From an optimization exercise on the open Yosys and OpenROAD flow, aimed at small area, a short achievable clock period and few clock cycles per item; shortcuts taken in it are not production practice.
Function was checked by simulation only, so behaviour that the tests miss may differ from the original.
Power figures rest on the tool's default switching activity, not on a simulated workload.

==> flow/design.v (excerpt) <==
module router_top (
  input  logic         clk,
  input  logic         rst,
  input  logic [159:0] rx_data,
  input  logic [4:0]   rx_rts,
  output logic [4:0]   rx_dcts,
  output logic [159:0] tx_data,
  output logic [4:0]   tx_rts,
  input  logic [4:0]   tx_dcts
);
Size: ~590 cells after synthesis, about 86 flip-flops, ~340 I/O pins, roughly 0.0057 mm² of cells after synthesis.
clock: 5.0 ns
lec_check: 0
cap_margin: 20
core_margin: 2
core_utilization: 30
place_density: 0.4
setup_slack_margin: 2.4
slew_margin: 20
run.sh (not shown) runs the stock make flow with config.mk's settings and CLKGATE_MAP_FILE= SYNTH_SCRIPT=/design/flow/synth_recipe.tcl, a recipe that flattens the netlist after the stock synthesis.
Testbench counts at the start, summed over its fixed seeds: cycles 6,621, flits 10,803.
Change:
Settings changed: SETUP_SLACK_MARGIN 2.4 to unset.
Result: The changed run finished with timing, DRC and antenna clean; hold slack got worse by 0.019 ns; wire length grows by about 2.2%; cell count shrinks by about 0.7%; power shrinks by about 3.7%; synthesized cell count stays the same; clock power shrinks by about 10%; global-route usage grows by 0.30 points; design area shrinks by 2.5%; sequential power shrinks by about 1%; flip-flop and latch count is unchanged; maximum frequency shrinks by 29%.

========
quartz:
router_top, a different RTL version from the one above (not shown whole).
For scale: roughly 620 cells after synthesis, about 340 I/O pins, roughly 5700 sq um of cells after synthesis.
Settings: LEC_CHECK=0, CAP_MARGIN=5, CORE_MARGIN=2, CORE_UTILIZATION=45, PLACE_DENSITY=0.55, SETUP_SLACK_MARGIN=2.35, SLEW_MARGIN=5, SYNTH_HIERARCHICAL=1; clock period 5.0 ns.
standard.sh (not shown) runs the stock make flow with config.mk's settings and CLKGATE_MAP_FILE= SYNTH_SCRIPT=/design/flow/synth_recipe.tcl, a recipe that flattens the netlist after the stock synthesis.
==> flow/flow/run.sh <==
#!/bin/bash
# The standard layout, with two changes to how it is built:
# - the smallest buffer on every port (buffer_ports would otherwise pick
#   clkdlybuf4s50_1); repair_timing still resizes any port buffer on a path
#   that needs it;
# - clock tree synthesis with clkbuf_8 for the root and the tree, and no
#   dummy loads.
set -euo pipefail
export BUFFER_PORTS_ARGS="-buffer_cell sky130_fd_sc_hd__buf_1"
export CTS_ARGS="-sink_clustering_enable -repair_clock_nets -buf_list sky130_fd_sc_hd__clkbuf_8 -root_buf sky130_fd_sc_hd__clkbuf_8 -dont_use_dummy_load"
bash standard.sh > standard_flow.log 2>&1
Testbench counts of quartz, summed over its fixed seeds: cycles 6,593, flits 10,803.
Relative to quartz, the following input files were edited for pepper:
# quartz
export LEC_CHECK = 0
export CAP_MARGIN = 5
export CORE_MARGIN = 2
export CORE_UTILIZATION = 45
export PLACE_DENSITY = 0.55
export SETUP_SLACK_MARGIN = 2.35
export SLEW_MARGIN = 5
export SYNTH_HIERARCHICAL = 1
create_clock -name core_clock -period 5.0 [get_ports {clk}]
# pepper
export LEC_CHECK = 0
export CAP_MARGIN = 20
export CORE_MARGIN = 2
export CORE_UTILIZATION = 30
export CTS_BUF_LIST = sky130_fd_sc_hd__clkbuf_8
export CTS_CLUSTER_DIAMETER = 100
export CTS_CLUSTER_SIZE = 30
export PLACE_DENSITY = 0.4
export SETUP_SLACK_MARGIN = 2.55
export SLEW_MARGIN = 20
export SYNTH_HIERARCHICAL = 1
create_clock -name core_clock -period 5.0 [get_ports {clk}]
==> flow/flow/run.sh <==
#!/bin/bash
# The standard layout, with the smallest buffer on every port (buffer_ports
# would otherwise pick clkdlybuf4s50_1); repair_timing still resizes any port
# buffer on a path that needs it.
set -euo pipefail
export BUFFER_PORTS_ARGS="-buffer_cell sky130_fd_sc_hd__buf_1"
bash standard.sh > standard_flow.log 2>&1
### Flow results
- In the tables for pepper and quartz, global-route track usage on met2 reads higher with quartz.
- Delta(die area, pepper - quartz) > 0
- Time the worst path needs with I/O delays and setup, pepper and quartz, lower one = pepper.
- Growth of design area from synthesis to finish sits higher in pepper than in quartz.
- Taking quartz as the reference, in pepper non-clock buffer count moved up, worst setup slack rose by 42 ps, final non-filler cell area increased about 11%.
- In the final design statistics, pepper uses more standard cells in total than quartz.
- quartz → pepper: length of the first detailed-routing pass in iterations went down by 1, power moved up.

========
router_top, a different RTL version from the one above (not shown whole).
For scale: ~670 cells after synthesis, roughly 340 I/O pins, ~6000 um^2 of cells after synthesis.
## router_top
module router_top (
  input  logic         clk,
  input  logic         rst,
  input  logic [159:0] rx_data,
  input  logic [4:0]   rx_rts,
  output logic [4:0]   rx_dcts,
  output logic [159:0] tx_data,
  output logic [4:0]   tx_rts,
  input  logic [4:0]   tx_dcts
);
  noc_router #(
    .cur_x (1),
    .cur_y (1)
  ) i_noc_router (
    .clk     (clk),
    .rst     (rst),
    .rx_data (rx_data),
    .rx_rts  (rx_rts),
    .rx_dcts (rx_dcts),
    .tx_data (tx_data),
    .tx_rts  (tx_rts),
    .tx_dcts (tx_dcts)
  );
endmodule
export LEC_CHECK = 0
export CAP_MARGIN = 20
export CORE_MARGIN = 2
export CORE_UTILIZATION = 30
export CTS_BUF_LIST = sky130_fd_sc_hd__clkbuf_8
export PLACE_DENSITY = 0.4
export SETUP_SLACK_MARGIN = 2.7
export SLEW_MARGIN = 20
export SYNTH_HIERARCHICAL = 1
create_clock -name core_clock -period 5.0 [get_ports {clk}]
==> flow/flow/run.sh <==
#!/bin/bash
# The standard layout, with the smallest buffer on every port (buffer_ports
# would otherwise pick clkdlybuf4s50_1); repair_timing still resizes any port
# buffer on a path that needs it.
set -euo pipefail
export BUFFER_PORTS_ARGS="-buffer_cell sky130_fd_sc_hd__buf_1"
bash standard.sh > standard_flow.log 2>&1
The first run passed the timing, DRC and antenna checks.
Testbench counts at the start, summed over its fixed seeds: cycles 6,621, flits 10,803.
Rerun with:
Settings changed: CTS_BUF_LIST sky130_fd_sc_hd__clkbuf_8 to unset.
Fmax rises by 1.6%.
Utilization increases by 0.75 points.
Hold slack gets worse by 9.4 ps.
Worst setup slack improves by 41 ps.
Wire length is higher by 1.7%.
Power grows by 6.3%.

========
== red ==
The RTL this note starts from:
==> flow/design.v <==
`timescale 1ns/1ps
package router_pkg;
  localparam int flit_w = 32;
  localparam int coord_w = 2;
  localparam int num_ports = 5;
  localparam int port_n = 0;
  localparam int port_e = 1;
  localparam int port_w = 2;
  localparam int port_s = 3;
  localparam int port_l = 4;
  typedef logic [flit_w-1:0] flit_t;
  typedef logic [num_ports-1:0] port_vec_t;
  localparam int num_stages = 2;
  localparam logic [num_stages*num_ports-1:0] stage_members = {
    5'b11101,    
    5'b00010     
  };
  function automatic [num_ports-1:0] xy_route(input [flit_w-1:0] f, input [coord_w-1:0] cur_x,
                                              input [coord_w-1:0] cur_y);
    xy_route = '0;
    if (f[27:26] > cur_x) xy_route[port_e] = 1'b1;
    else if (f[27:26] < cur_x) xy_route[port_w] = 1'b1;
    else if (f[29:28] > cur_y) xy_route[port_s] = 1'b1;
    else if (f[29:28] < cur_y) xy_route[port_n] = 1'b1;
    else xy_route[port_l] = 1'b1;
  endfunction
endpackage
`timescale 1ns/1ps
module router_fifo (
  input  logic [router_pkg::num_ports:0]                           sel,    
  input  logic [router_pkg::num_ports-1:0][router_pkg::flit_w-1:0] rx_data,
  input  router_pkg::flit_t                                        held,
  output router_pkg::flit_t                                        next
);
  router_pkg::flit_t lo_n;
  router_pkg::flit_t hi_n;
  flit_aoi3 i_lo (
    .sel  (sel[2:0]),
    .a    (rx_data[0]),
    .b    (rx_data[1]),
    .c    (rx_data[2]),
    .y_n  (lo_n)
  );
  flit_aoi3 i_hi (
    .sel  (sel[5:3]),
    .a    (rx_data[3]),
    .b    (rx_data[4]),
    .c    (held),
    .y_n  (hi_n)
  );
  assign next = ~(lo_n & hi_n);
endmodule
module flit_aoi3 (
  input  logic [2:0]        sel,
  input  router_pkg::flit_t a,
  input  router_pkg::flit_t b,
  input  router_pkg::flit_t c,
  output router_pkg::flit_t y_n
);
  assign y_n = ~(({router_pkg::flit_w{sel[0]}} & a) |
                 ({router_pkg::flit_w{sel[1]}} & b) |
                 ({router_pkg::flit_w{sel[2]}} & c));
endmodule
`timescale 1ns/1ps
module route_compute #(
  parameter int cur_x = 0,
  parameter int cur_y = 0
) (
  input  router_pkg::flit_t     flit,
  output router_pkg::port_vec_t route
);
  assign route = router_pkg::xy_route(flit, router_pkg::coord_w'(cur_x), router_pkg::coord_w'(cur_y));
endmodule
`timescale 1ns/1ps
module input_port (
  input  logic                          take_now,   
  input  router_pkg::port_vec_t         take_on,    
  input  router_pkg::port_vec_t         tx_dcts,
  output logic                          rx_dcts
);
  assign rx_dcts = take_now | ((take_on & tx_dcts) != '0);
endmodule
`timescale 1ns/1ps
module output_arbiter #(
  parameter int cur_x = 0,
  parameter int cur_y = 0,
  parameter router_pkg::port_vec_t members = '1
) (
  input  logic                  clk,
  input  logic                  rst,
  input  logic [router_pkg::num_ports-1:0][router_pkg::flit_w-1:0] rx_data,
  input  router_pkg::port_vec_t rx_rts,
  input  router_pkg::port_vec_t in_pkt,     
  output router_pkg::port_vec_t owner,      
  output router_pkg::port_vec_t take_now,   
  output logic [router_pkg::num_ports-1:0][router_pkg::num_ports-1:0] take_on,   
  output router_pkg::flit_t     tx_data,    
  output router_pkg::port_vec_t tx_rts,     
  input  router_pkg::port_vec_t tx_dcts
);
  localparam int np = router_pkg::num_ports;
  localparam bit one_output = ((members & (members - 1'b1)) == '0);
  router_pkg::port_vec_t own;        
  logic                  busy;
  logic                  first;      
  logic                  rts;        
  router_pkg::port_vec_t dest_q;     
  router_pkg::port_vec_t dest;
  router_pkg::port_vec_t req;
  router_pkg::port_vec_t sel;
  router_pkg::port_vec_t head_route;
  router_pkg::flit_t     sel_flit;
  logic                  ready;
  logic                  load;
  logic                  free;
  logic                  tail;
  router_pkg::port_vec_t after;
  router_pkg::port_vec_t req_hi;
  router_pkg::port_vec_t pick;
  route_compute #(
    .cur_x (cur_x),
    .cur_y (cur_y)
  ) i_route_compute (
    .flit  (sel_flit),
    .route (head_route)
  );
  always_comb begin
    for (int i = 0; i < np; i++) begin
      req[i] = rx_rts[i] && !in_pkt[i] &&
               ((router_pkg::xy_route(rx_data[i], router_pkg::coord_w'(cur_x),
                                      router_pkg::coord_w'(cur_y)) & members) != '0);
    end
  end
  assign dest = one_output ? members : (dest_q & members);
  assign owner = busy ? own : '0;
  assign tx_rts = rts ? dest : '0;
  assign ready = !rts || ((dest & tx_dcts) != '0);
  assign take_now = rts ? '0 : owner;
  always_comb begin
    for (int i = 0; i < np; i++) begin
      take_on[i] = (owner[i] && rts) ? dest : '0;
    end
  end
  assign load = ((owner & rx_rts) != '0) && ready;
  assign sel = ready ? own : '0;
  router_fifo i_flit_mux (
    .sel     ({!ready, sel}),
    .rx_data (rx_data),
    .held    (tx_data),
    .next    (sel_flit)
  );
  always_comb begin
    tail = 1'b0;
    for (int i = 0; i < np; i++) begin
      tail = tail | (own[i] & rx_data[i][31]);
    end
  end
  assign free = !busy || (load && tail);
  always_comb begin
    after[0] = 1'b0;
    for (int p = 1; p < np; p++) begin
      after[p] = after[p-1] | own[p-1];
    end
  end
  assign req_hi = req & after;
  always_comb begin : rotate
    logic seen_hi;
    logic seen;
    seen_hi = 1'b0;
    seen = 1'b0;
    for (int p = 0; p < np; p++) begin
      pick[p] = (req_hi[p] && !seen_hi) || (req[p] && !seen && req_hi == '0);
      seen_hi = seen_hi | req_hi[p];
      seen = seen | req[p];
    end
  end
  always_ff @(posedge clk) begin
    if (rst) begin
      busy  <= 1'b0;
      first <= 1'b0;
      own   <= router_pkg::port_vec_t'(1) << router_pkg::port_l;
    end else begin
      if (load) begin
        first <= 1'b0;
      end
      if (free) begin
        busy <= (req != '0);
        if (req != '0) begin
          own   <= pick;
          first <= 1'b1;
        end
      end
    end
  end
  if (!one_output) begin : g_dest
    always_ff @(posedge clk) begin
      if (load && first) begin
        dest_q <= head_route;
      end
    end
  end else begin : g_no_dest
    assign dest_q = members;
  end
  always_ff @(posedge clk) begin
    tx_data <= sel_flit;
  end
  always_ff @(posedge clk) begin
    if (rst) begin
      rts <= 1'b0;
    end else if (ready) begin
      rts <= load;
    end
  end
endmodule
`timescale 1ns/1ps
module noc_router #(
  parameter int cur_x = 0,
  parameter int cur_y = 0
) (
  input  logic                            clk,
  input  logic                            rst,
  input  logic [router_pkg::num_ports-1:0][router_pkg::flit_w-1:0] rx_data,
  input  logic [router_pkg::num_ports-1:0] rx_rts,
  output logic [router_pkg::num_ports-1:0] rx_dcts,
  output logic [router_pkg::num_ports-1:0][router_pkg::flit_w-1:0] tx_data,
  output logic [router_pkg::num_ports-1:0] tx_rts,
  input  logic [router_pkg::num_ports-1:0] tx_dcts
);
  localparam int np = router_pkg::num_ports;
  localparam int ns = router_pkg::num_stages;
  logic [ns-1:0][np-1:0] st_take_now;   
  logic [ns-1:0][np-1:0][np-1:0] st_take_on;   
  logic [ns-1:0][np-1:0] st_owner;      
  logic [ns-1:0][np-1:0] st_rts;        
  logic [ns-1:0][router_pkg::flit_w-1:0] st_data;
  logic [np-1:0]         in_pkt;        
  logic [np-1:0]         take_now;      
  logic [np-1:0][np-1:0] take_on;       
  always_comb begin : link
    in_pkt   = '0;
    take_now = '0;
    for (int s = 0; s < ns; s++) begin
      in_pkt   = in_pkt | st_owner[s];
      take_now = take_now | st_take_now[s];
    end
    for (int o = 0; o < np; o++) begin
      tx_data[o] = '0;
      tx_rts[o]  = 1'b0;
      for (int i = 0; i < np; i++) begin
        take_on[i][o] = 1'b0;
      end
      for (int s = 0; s < ns; s++) begin
        if (router_pkg::stage_members[s*np + o]) begin
          tx_data[o] = st_data[s];
          tx_rts[o]  = st_rts[s][o];
          for (int i = 0; i < np; i++) begin
            take_on[i][o] = st_take_on[s][i][o];
          end
        end
      end
    end
  end
  for (genvar i = 0; i < np; i++) begin : g_dcts
    input_port i_input_port (
      .take_now (take_now[i]),
      .take_on  (take_on[i]),
      .tx_dcts  (tx_dcts),
      .rx_dcts  (rx_dcts[i])
    );
  end
  for (genvar s = 0; s < ns; s++) begin : g_stage
    output_arbiter #(
      .cur_x   (cur_x),
      .cur_y   (cur_y),
      .members (router_pkg::stage_members[s*np +: np])
    ) i_output_arbiter (
      .clk      (clk),
      .rst      (rst),
      .rx_data  (rx_data),
      .rx_rts   (rx_rts),
      .in_pkt   (in_pkt),
      .owner    (st_owner[s]),
      .take_now (st_take_now[s]),
      .take_on  (st_take_on[s]),
      .tx_data  (st_data[s]),
      .tx_rts   (st_rts[s]),
      .tx_dcts  (tx_dcts)
    );
  end
endmodule
`timescale 1ns/1ps
module router_top (
  input  logic         clk,
  input  logic         rst,
  input  logic [159:0] rx_data,
  input  logic [4:0]   rx_rts,
  output logic [4:0]   rx_dcts,
  output logic [159:0] tx_data,
  output logic [4:0]   tx_rts,
  input  logic [4:0]   tx_dcts
);
  noc_router #(
    .cur_x (1),
    .cur_y (1)
  ) i_noc_router (
    .clk     (clk),
    .rst     (rst),
    .rx_data (rx_data),
    .rx_rts  (rx_rts),
    .rx_dcts (rx_dcts),
    .tx_data (tx_data),
    .tx_rts  (tx_rts),
    .tx_dcts (tx_dcts)
  );
endmodule
==> flow/config.mk <==
export PLATFORM = sky130hd
export DESIGN_NAME = router_top
export DESIGN_NICKNAME = router_top
export VERILOG_FILES = /design/flow/design.v
export SDC_FILE = /design/flow/constraint.sdc
export NUM_CORES = 4
export LEC_CHECK = 0
export CAP_MARGIN = 20
export CORE_MARGIN = 2
export CORE_UTILIZATION = 30
export CTS_BUF_LIST = sky130_fd_sc_hd__clkbuf_8
export PLACE_DENSITY = 0.4
export SETUP_SLACK_MARGIN = 2.65
export SLEW_MARGIN = 20
export SYNTH_HIERARCHICAL = 1
==> flow/constraint.sdc <==
create_clock -name core_clock -period 5.0 [get_ports {clk}]
set_input_delay 1.0000 -clock core_clock [delete_from_list [all_inputs] [get_ports {clk}]]
set_output_delay 1.0000 -clock core_clock [all_outputs]
set_load 0.01 [all_outputs]
Scripts as last shown in full above: flow/flow/run.sh
Testbench counts of red, summed over its fixed seeds: cycles 6,621, flits 10,803.
Changes in blue relative to red:
Settings: changing SETUP_SLACK_MARGIN from 2.65 to 2.5.
### Flow results
The final reports for blue and red show non-clock buffer count lower in the former. The higher clock share of power of red and blue is in red. Post-layout total power for blue is lower than for red. Taking red as the reference point, the area growth from synthesis to final layout of blue falls by 4.9 points. Diff blue..red | post-placement cell count | negligible. Sequential share of cell area was lower in the run labelled red. | share of power burned in registers | blue vs red | 2.1 points higher |. Looking at clock tree buffer count of the final layout across red and blue, the one that comes out lower is red.

-- afterwards: timing with drivers on the ports --
How much do the figures lean on ideal ports? The routed layouts below were timed once more, with nothing changed but the port constraints.
Step 1 sets driving cells, clkbuf_16 on the clock port and buf_2 on the other inputs (assumed; they add their load-dependent delay and slew).
Step 2 also shifts input and output timing later by t, the mid clock arrival at the registers, as if the neighbouring blocks saw the same clock.
a / b / c = ideal ports / drivers / drivers and shift; a / b = the first two.
run | t (ns) | setup WS [ns] | slew at the worst register clock pin (ns)
the first run of note 1 | 0.384 | 2.121 / 2.084 / 1.864 | 0.07 / 0.07
the second run of note 1 | 0.381 | 0.918 / 0.894 / 0.894 | 0.07 / 0.07
quartz | 0.388 | 2.389 / 2.369 / 2.048 | 0.09 / 0.09
pepper | 0.421 | 2.431 / 2.386 / 2.185 | 0.10 / 0.10
the first run of note 3 | 0.417 | 2.392 / 2.350 / 2.285 | 0.10 / 0.10
the second run of note 3 | 0.396 | 2.433 / 2.389 / 2.252 | 0.07 / 0.07
red | 0.409 | 2.246 / 2.202 / 1.846 | 0.10 / 0.10
blue | 0.415 | 2.315 / 2.289 / 1.916 | 0.10 / 0.10
After both steps every run listed still meets setup and hold. For red, which loses most, drivers alone change the setup slack by -0.044 ns; drivers and shift together by -0.400 ns.
